Context: an optimization exercise on an open-source flow, tuned for small area. The choices shown serve that exercise and are no tape-out recipe. The RTL was checked by simulation tests, not by an equivalence proof against the original design. The clock port is modelled as an ideal driver; clocking choices that lean on that would not hold on a real chip. Power and IR drop assume default switching activity.

## keccak_nonce_scanner
module keccak_nonce_scanner #(
    parameter int CORE_LATENCY = 50,
    parameter int NONCE_WIDTH  = 32,
    parameter int FIFO_DEPTH   = 4
) (
    input  logic                     clk,
    input  logic                     reset,
    input  logic                     work_load,
    input  logic [511-NONCE_WIDTH:0] work_header,
    input  logic [NONCE_WIDTH-1:0]   start_nonce,
    input  logic [NONCE_WIDTH-1:0]   end_nonce,
    input  logic [63:0]              target,
    output logic [511:0]             core_data,
    input  logic [511:0]             core_hash,
    output logic                     busy,
    output logic                     done,
    output logic                     found_valid,
    input  logic                     found_ready,
    output logic [NONCE_WIDTH-1:0]   found_nonce,
    output logic [15:0]              drop_count
);
Settings: LEC_CHECK=0, CAP_MARGIN=20, CORE_AREA=5 5 515 515, DIE_AREA=0 0 520 520, PLACE_DENSITY=0.95, SLEW_MARGIN=20; clock period 6.0 ns.
standard.sh (not shown) runs the stock make flow with config.mk's settings and CLKGATE_MAP_FILE= SYNTH_SCRIPT=/design/flow/synth_recipe.tcl, a recipe that flattens the netlist after the stock synthesis.
==> flow/flow/run.sh <==
#!/bin/bash
# Standard ORFS layout, with these changes:
#  - port buffers are buf_1 instead of the flow's default pick;
#  - flow/io.tcl groups the pins so that each register's input and output
#    ports sit side by side (work_header[k] next to core_data[k+32], ...);
#  - CTS uses clkbuf_8 with set sink clusters and no dummy loads;
#  - after CTS, flow/cts_post.tcl shrinks leaf clock buffers that have slew
#    and hold slack to spare.
set -euo pipefail
bash standard.sh \
  "IO_CONSTRAINTS=$PWD/flow/io.tcl" \
  "BUFFER_PORTS_ARGS=-buffer_cell sky130_fd_sc_hd__buf_1" \
  "CTS_ARGS=-sink_clustering_enable -repair_clock_nets -dont_use_dummy_load -buf_list sky130_fd_sc_hd__clkbuf_8 -sink_clustering_size 8 -sink_clustering_max_diameter 80" \
  "POST_CTS_TCL=$PWD/flow/cts_post.tcl" \
  finish > make_finish.log 2>&1
==> flow/flow/cts_post.tcl <==
# Run after CTS (POST_CTS_TCL): shrink each leaf clock buffer to the smallest
# clkbuf that keeps every flip-flop clock-pin slew under 100 ps, leaves no
# max-slew or max-capacitance violation and keeps the worst hold slack at
# 0.25 ns or its value before (whichever is lower). Cells keep their place, and a smaller
# cell never overlaps a neighbour, so the placement stays legal.
set_propagated_clock [all_clocks]
estimate_parasitics -placement

proc clk_worst_slew {} {
  set worst 0
  foreach pin [get_pins -hierarchical */CLK] {
    foreach e {rise fall} {
      foreach an {min max} {
        set s [get_property $pin slew_${an}_$e]
        if {$s > $worst} { set worst $s }
      }
    }
  }
  return $worst
}

proc downsize_clock_buffers {limit sizes} {
  set changed 0
  foreach inst [[ord::get_db_block] getInsts] {
    set m [[$inst getMaster] getName]
    if {![regexp {^sky130_fd_sc_hd__clkbuf_(\d+)$} $m -> sz]} continue
    set name [$inst getName]
    if {![string match "clkbuf_leaf_*" $name]} continue
    foreach try $sizes {
      if {$try >= $sz} continue
      replace_cell [get_cells $name] sky130_fd_sc_hd__clkbuf_$try
      estimate_parasitics -placement
      if {[clk_worst_slew] > $limit
          || [sta::max_slew_violation_count] > 0
          || [sta::max_capacitance_violation_count] > 0
          || [sta::worst_slack -min] < $::hold_floor} {
        replace_cell [get_cells $name] $m
        estimate_parasitics -placement
      } else {
        incr changed
        break
      }
    }
  }
  return $changed
}

set ::hold_floor [expr {min(0.25, [sta::worst_slack -min])}]
puts "cts_post: worst clock-pin slew before [clk_worst_slew], hold slack [sta::worst_slack -min]"
set n [downsize_clock_buffers 0.100 {2 4}]
puts "cts_post: downsized $n clock buffers; worst clock-pin slew after [clk_worst_slew], hold slack [sta::worst_slack -min]"
check_placement -verbose
Other scripts of this flow, unchanged in this note and not shown: flow/flow/io.tcl
Then changed:
--- a/flow/flow/run.sh
+++ b/flow/flow/run.sh
@@ -6,5 +6,5 @@
 #  - CTS uses clkbuf_8 with set sink clusters and no dummy loads;
 #  - after CTS, flow/cts_post.tcl shrinks leaf clock buffers that have slew
-#    and hold slack to spare.
+#    and hold slack to spare, then other cells that can take a smaller size.
 set -euo pipefail
 bash standard.sh \
--- a/flow/flow/cts_post.tcl
+++ b/flow/flow/cts_post.tcl
@@ -2,5 +2,7 @@
 # clkbuf that keeps every flip-flop clock-pin slew under 100 ps, leaves no
 # max-slew or max-capacitance violation and keeps the worst hold slack at
-# 0.25 ns or its value before (whichever is lower). Cells keep their place, and a smaller
+# 0.25 ns or its value before (whichever is lower). Then shrink other logic
+# cells to a smaller drive strength of the same function wherever slews stay
+# under 0.9 ns and setup and hold slack stay above set floors. Cells keep their place, and a smaller
 # cell never overlaps a neighbour, so the placement stays legal.
 set_propagated_clock [all_clocks]
@@ -50,3 +52,66 @@
 set n [downsize_clock_buffers 0.100 {2 4}]
 puts "cts_post: downsized $n clock buffers; worst clock-pin slew after [clk_worst_slew], hold slack [sta::worst_slack -min]"
+proc master_area {name} {
+  set m [[ord::get_db] findMaster $name]
+  if {$m == "NULL"} { return -1 }
+  return [expr {[$m getWidth] * [$m getHeight]}]
+}
+proc out_nets_max_slew {name} {
+  set worst 0
+  foreach opin [get_pins -of_objects [get_cells $name] -filter "direction == output"] {
+    set net [get_nets -quiet -of_objects $opin]
+    if {$net == ""} continue
+    foreach pin [get_pins -of_objects $net] {
+      foreach e {rise fall} {
+        set s [get_property $pin slew_max_$e]
+        if {$s > $worst} { set worst $s }
+      }
+    }
+  }
+  return $worst
+}
+# Swap each logic cell for a smaller drive strength of the same function
+# while slews, capacitances, setup and hold all stay within the given floors.
+proc downsize_cells {slew_limit setup_floor hold_floor} {
+  set changed 0
+  set dont_use $::env(DONT_USE_CELLS)
+  foreach inst [[ord::get_db_block] getInsts] {
+    set m [[$inst getMaster] getName]
+    set name [$inst getName]
+    if {[$inst isFixed]} continue
+    if {![regexp {^(sky130_fd_sc_hd__[a-z0-9]+)_(\d+)$} $m -> base sz]} continue
+    if {[regexp {^sky130_fd_sc_hd__(clkbuf|clkinv|clkdly|dlygate|dlymetal|tap|fill|decap|diode|conb)} $base]} continue
+    if {[regexp {^(input|output)\d+$} $name]} continue
+    set area [master_area $m]
+    set cands {}
+    foreach s {0 1 2 3 4 6 8 12 16} {
+      set c ${base}_$s
+      if {$c eq $m || [lsearch -exact $dont_use $c] >= 0} continue
+      set a [master_area $c]
+      if {$a > 0 && $a < $area} { lappend cands [list $a $c] }
+    }
+    foreach cand [lsort -real -index 0 $cands] {
+      set c [lindex $cand 1]
+      replace_cell [get_cells $name] $c
+      estimate_parasitics -placement
+      if {[out_nets_max_slew $name] > $slew_limit
+          || [sta::max_slew_violation_count] > 0
+          || [sta::max_capacitance_violation_count] > 0
+          || [sta::worst_slack -max] < $setup_floor
+          || [sta::worst_slack -min] < $hold_floor} {
+        replace_cell [get_cells $name] $m
+        estimate_parasitics -placement
+      } else {
+        incr changed
+        break
+      }
+    }
+  }
+  return $changed
+}
+
+set s0 [sta::worst_slack -max]
+set h0 [sta::worst_slack -min]
+set n [downsize_cells 0.9 [expr {min(1.0, $s0)}] [expr {min(0.25, $h0)}]]
+puts "cts_post: downsized $n logic cells; setup slack $s0 -> [sta::worst_slack -max], hold slack $h0 -> [sta::worst_slack -min]"
 check_placement -verbose
The changed run produced a clean layout.
Combinational power goes down slightly.
Utilization stays flat.
Fmax is about the same.

---

## the previous run
The RTL this note starts from:
==> flow/design.v <==
module keccak_nonce_scanner #(
    parameter int CORE_LATENCY = 50,
    parameter int NONCE_WIDTH  = 32,
    parameter int FIFO_DEPTH   = 4
) (
    input  logic                     clk,
    input  logic                     reset,
    input  logic                     work_load,
    input  logic [511-NONCE_WIDTH:0] work_header,
    input  logic [NONCE_WIDTH-1:0]   start_nonce,
    input  logic [NONCE_WIDTH-1:0]   end_nonce,
    input  logic [63:0]              target,
    output logic [511:0]             core_data,
    input  logic [511:0]             core_hash,
    output logic                     busy,
    output logic                     done,
    output logic                     found_valid,
    input  logic                     found_ready,
    output logic [NONCE_WIDTH-1:0]   found_nonce,
    output logic [15:0]              drop_count
);
    localparam int PTR_W = $clog2(FIFO_DEPTH);
    localparam int D_CMP = CORE_LATENCY + 1;
    localparam int D_MAX = CORE_LATENCY + 2;
    localparam int D_W   = $clog2(D_MAX + 1);
    logic [511-NONCE_WIDTH:0] header;
    logic [NONCE_WIDTH-1:0]   end_r;
    logic [NONCE_WIDTH-1:0]   nonce;       
    logic                     first;       
    logic [63:0]              target_r;
    logic [D_W-1:0]           dcnt;        
    logic                     hit;
    logic [NONCE_WIDTH-1:0]   hit_nonce;   
    logic                     last;
    logic                     cmp;
    logic                     hash_le;
    always_comb begin
        hash_le = 1'b1;
        for (int i = 0; i < 64; i++) begin
            hash_le = (core_hash[i] == target_r[i]) ? hash_le : target_r[i];
        end
    end
    logic [NONCE_WIDTH-1:0]   fifo_mem [FIFO_DEPTH];
    logic [PTR_W-1:0]         rd_ptr;
    logic [PTR_W-1:0]         wr_ptr;
    logic                     full;
    logic                     pop;
    logic                     push;
    assign core_data = {header, nonce};
    assign last = busy && (dcnt == D_W'(D_MAX)) && (hit_nonce == end_r);
    assign cmp  = busy && ((dcnt == D_W'(D_CMP)) || (dcnt == D_W'(D_MAX))) && !last;
    always_ff @(posedge clk) begin
        if (work_load) begin
            header   <= work_header;
            end_r    <= end_nonce;
            target_r <= target;
        end
        nonce     <= work_load ? start_nonce : nonce + NONCE_WIDTH'(!first);
        first     <= work_load;
        hit_nonce <= nonce - NONCE_WIDTH'(CORE_LATENCY);
    end
    always_ff @(posedge clk) begin
        if (reset) begin
            busy <= 1'b0;
            done <= 1'b0;
            dcnt <= '0;
            hit  <= 1'b0;
        end else begin
            hit <= cmp && hash_le;
            if (work_load) begin
                busy <= 1'b1;
                done <= 1'b0;
                dcnt <= '0;
            end else begin
                if (dcnt != D_W'(D_MAX)) begin
                    dcnt <= dcnt + D_W'(1);
                end
                if (last) begin
                    busy <= 1'b0;
                    done <= 1'b1;
                end
            end
        end
    end
    assign found_valid = full || (rd_ptr != wr_ptr);
    assign found_nonce = fifo_mem[rd_ptr];
    assign pop         = found_valid && found_ready;
    assign push        = hit && (!full || pop);
    always_ff @(posedge clk) begin
        if (push) begin
            fifo_mem[wr_ptr] <= hit_nonce;
        end
    end
    always_ff @(posedge clk) begin
        if (reset) begin
            rd_ptr     <= '0;
            wr_ptr     <= '0;
            full       <= 1'b0;
            drop_count <= '0;
        end else begin
            if (pop) begin
                rd_ptr <= rd_ptr + PTR_W'(1);
            end
            if (push) begin
                wr_ptr <= wr_ptr + PTR_W'(1);
            end
            if (push && !pop) begin
                full <= (wr_ptr + PTR_W'(1)) == rd_ptr;
            end else if (pop && !push) begin
                full <= 1'b0;
            end
            if (hit && !push && (drop_count != '1)) begin
                drop_count <= drop_count + 16'd1;
            end
        end
    end
endmodule
==> flow/config.mk <==
export PLATFORM = sky130hd
export DESIGN_NAME = keccak_nonce_scanner
export DESIGN_NICKNAME = keccak_nonce_scanner
export VERILOG_FILES = /design/flow/design.v
export SDC_FILE = /design/flow/constraint.sdc
export NUM_CORES = 4
export LEC_CHECK = 0
export CAP_MARGIN = 20
export CORE_AREA = 5 5 515 515
export DIE_AREA = 0 0 520 520
export PLACE_DENSITY_LB_ADDON = 0.15
export SLEW_MARGIN = 20
==> flow/constraint.sdc <==
create_clock -name core_clock -period 6.0 [get_ports {clk}]
set_input_delay 1.2000 -clock core_clock [delete_from_list [all_inputs] [get_ports {clk}]]
set_output_delay 1.2000 -clock core_clock [all_outputs]
set_load 0.01 [all_outputs]
==> flow/flow/run.sh <==
#!/bin/bash
# Standard ORFS layout, with these changes:
#  - port buffers are buf_1 instead of the flow's default pick;
#  - CTS uses clkbuf_8 with set sink clusters and no dummy loads;
#  - after CTS, flow/cts_post.tcl shrinks clock buffers that have slew to spare.
set -euo pipefail
bash standard.sh \
  "BUFFER_PORTS_ARGS=-buffer_cell sky130_fd_sc_hd__buf_1" \
  "CTS_ARGS=-sink_clustering_enable -repair_clock_nets -dont_use_dummy_load -buf_list sky130_fd_sc_hd__clkbuf_8 -sink_clustering_size 10 -sink_clustering_max_diameter 80" \
  "POST_CTS_TCL=$PWD/flow/cts_post.tcl" \
  finish > make_finish.log 2>&1
==> flow/flow/cts_post.tcl <==
# Run after CTS (POST_CTS_TCL): shrink each clock buffer to the smallest
# clkbuf that keeps every flip-flop clock-pin slew under 100 ps and leaves no
# max-slew or max-capacitance violation. Cells keep their place, and a smaller
# cell never overlaps a neighbour, so the placement stays legal.
set_propagated_clock [all_clocks]
estimate_parasitics -placement

proc clk_worst_slew {} {
  set worst 0
  foreach pin [get_pins -hierarchical */CLK] {
    foreach e {rise fall} {
      foreach an {min max} {
        set s [get_property $pin slew_${an}_$e]
        if {$s > $worst} { set worst $s }
      }
    }
  }
  return $worst
}

proc downsize_clock_buffers {limit sizes} {
  set changed 0
  foreach inst [[ord::get_db_block] getInsts] {
    set m [[$inst getMaster] getName]
    if {![regexp {^sky130_fd_sc_hd__clkbuf_(\d+)$} $m -> sz]} continue
    set name [$inst getName]
    foreach try $sizes {
      if {$try >= $sz} continue
      replace_cell [get_cells $name] sky130_fd_sc_hd__clkbuf_$try
      estimate_parasitics -placement
      if {[clk_worst_slew] > $limit
          || [sta::max_slew_violation_count] > 0
          || [sta::max_capacitance_violation_count] > 0} {
        replace_cell [get_cells $name] $m
        estimate_parasitics -placement
      } else {
        incr changed
        break
      }
    }
  }
  return $changed
}

puts "cts_post: worst clock-pin slew before [clk_worst_slew]"
set n [downsize_clock_buffers 0.100 {2 4}]
puts "cts_post: downsized $n clock buffers; worst clock-pin slew after [clk_worst_slew]"
check_placement -verbose
The previous run: done, clean on timing, DRC and antenna
Modified inputs, the current run compared to the previous run
==> flow/flow/cts_post.tcl <==
# Run after CTS (POST_CTS_TCL): shrink each leaf clock buffer to the smallest
# clkbuf that keeps every flip-flop clock-pin slew under 100 ps, leaves no
# max-slew or max-capacitance violation and keeps the worst hold slack at
# 0.25 ns or its value before (whichever is lower). Cells keep their place, and a smaller
# cell never overlaps a neighbour, so the placement stays legal.
set_propagated_clock [all_clocks]
estimate_parasitics -placement

proc clk_worst_slew {} {
  set worst 0
  foreach pin [get_pins -hierarchical */CLK] {
    foreach e {rise fall} {
      foreach an {min max} {
        set s [get_property $pin slew_${an}_$e]
        if {$s > $worst} { set worst $s }
      }
    }
  }
  return $worst
}

proc downsize_clock_buffers {limit sizes} {
  set changed 0
  foreach inst [[ord::get_db_block] getInsts] {
    set m [[$inst getMaster] getName]
    if {![regexp {^sky130_fd_sc_hd__clkbuf_(\d+)$} $m -> sz]} continue
    set name [$inst getName]
    if {![string match "clkbuf_leaf_*" $name]} continue
    foreach try $sizes {
      if {$try >= $sz} continue
      replace_cell [get_cells $name] sky130_fd_sc_hd__clkbuf_$try
      estimate_parasitics -placement
      if {[clk_worst_slew] > $limit
          || [sta::max_slew_violation_count] > 0
          || [sta::max_capacitance_violation_count] > 0
          || [sta::worst_slack -min] < $::hold_floor} {
        replace_cell [get_cells $name] $m
        estimate_parasitics -placement
      } else {
        incr changed
        break
      }
    }
  }
  return $changed
}

set ::hold_floor [expr {min(0.25, [sta::worst_slack -min])}]
puts "cts_post: worst clock-pin slew before [clk_worst_slew], hold slack [sta::worst_slack -min]"
set n [downsize_clock_buffers 0.100 {2 4}]
puts "cts_post: downsized $n clock buffers; worst clock-pin slew after [clk_worst_slew], hold slack [sta::worst_slack -min]"
check_placement -verbose
### Flow results
Diff the previous run -> the current run: detailed-route wire length on metal 1 now sits lower, slack of the critical path went up 0.73 ns, power per cell area higher, combinational share of power dropped 3.5 points, core utilization -2.1 points. Re fraction of the cycle the final worst path needs: the current run is 12 points down on the previous run. Relative to the previous run, longest individual stage delay on the worst path has decreased by 0.02 ns in the current run. Summary of the current run over the previous run: placement row count roughly the same, total wire length lower, total number of vias lower.

separate check: timing with driven ports:
No port has a modelled driver above. Below, the same layouts with a new extraction and two added sets of constraints.
Step 1 sets driving cells, clkbuf_16 on the clock port and buf_2 on the other inputs (assumed; they add their load-dependent delay and slew).
Step 2, shift: input delay + t, output delay - t, t = (earliest + latest rising clock arrival at the registers) / 2. This alone moves slack from input paths to output paths.
Slacks: no drivers / after step 1 / after step 2; pairs: no drivers / after step 1.
run | t, ns | setup WS [ns] | latest minus earliest clock arrival (ns) | cell pins on the clock port's net
the first run of note 1 | 0.861 | 2.233 / 2.167 / 1.671 | 0.083 / 0.083 | 1
the second run of note 1 | 0.861 | 2.230 / 2.164 / 1.464 | 0.083 / 0.083 | 1
the previous run | 1.437 | 1.540 / 1.448 / 1.655 | 0.410 / 0.410 | 1
the current run | 0.922 | 2.273 / 2.170 / 1.830 | 0.151 / 0.150 | 1
In the previous run the clock reaches the registers at very different times; t lies between them, and the last value is a rough guide only. The setup slack of the second run of note 1, which loses most, moves by -0.066 ns with the drivers and by -0.766 ns with both steps.
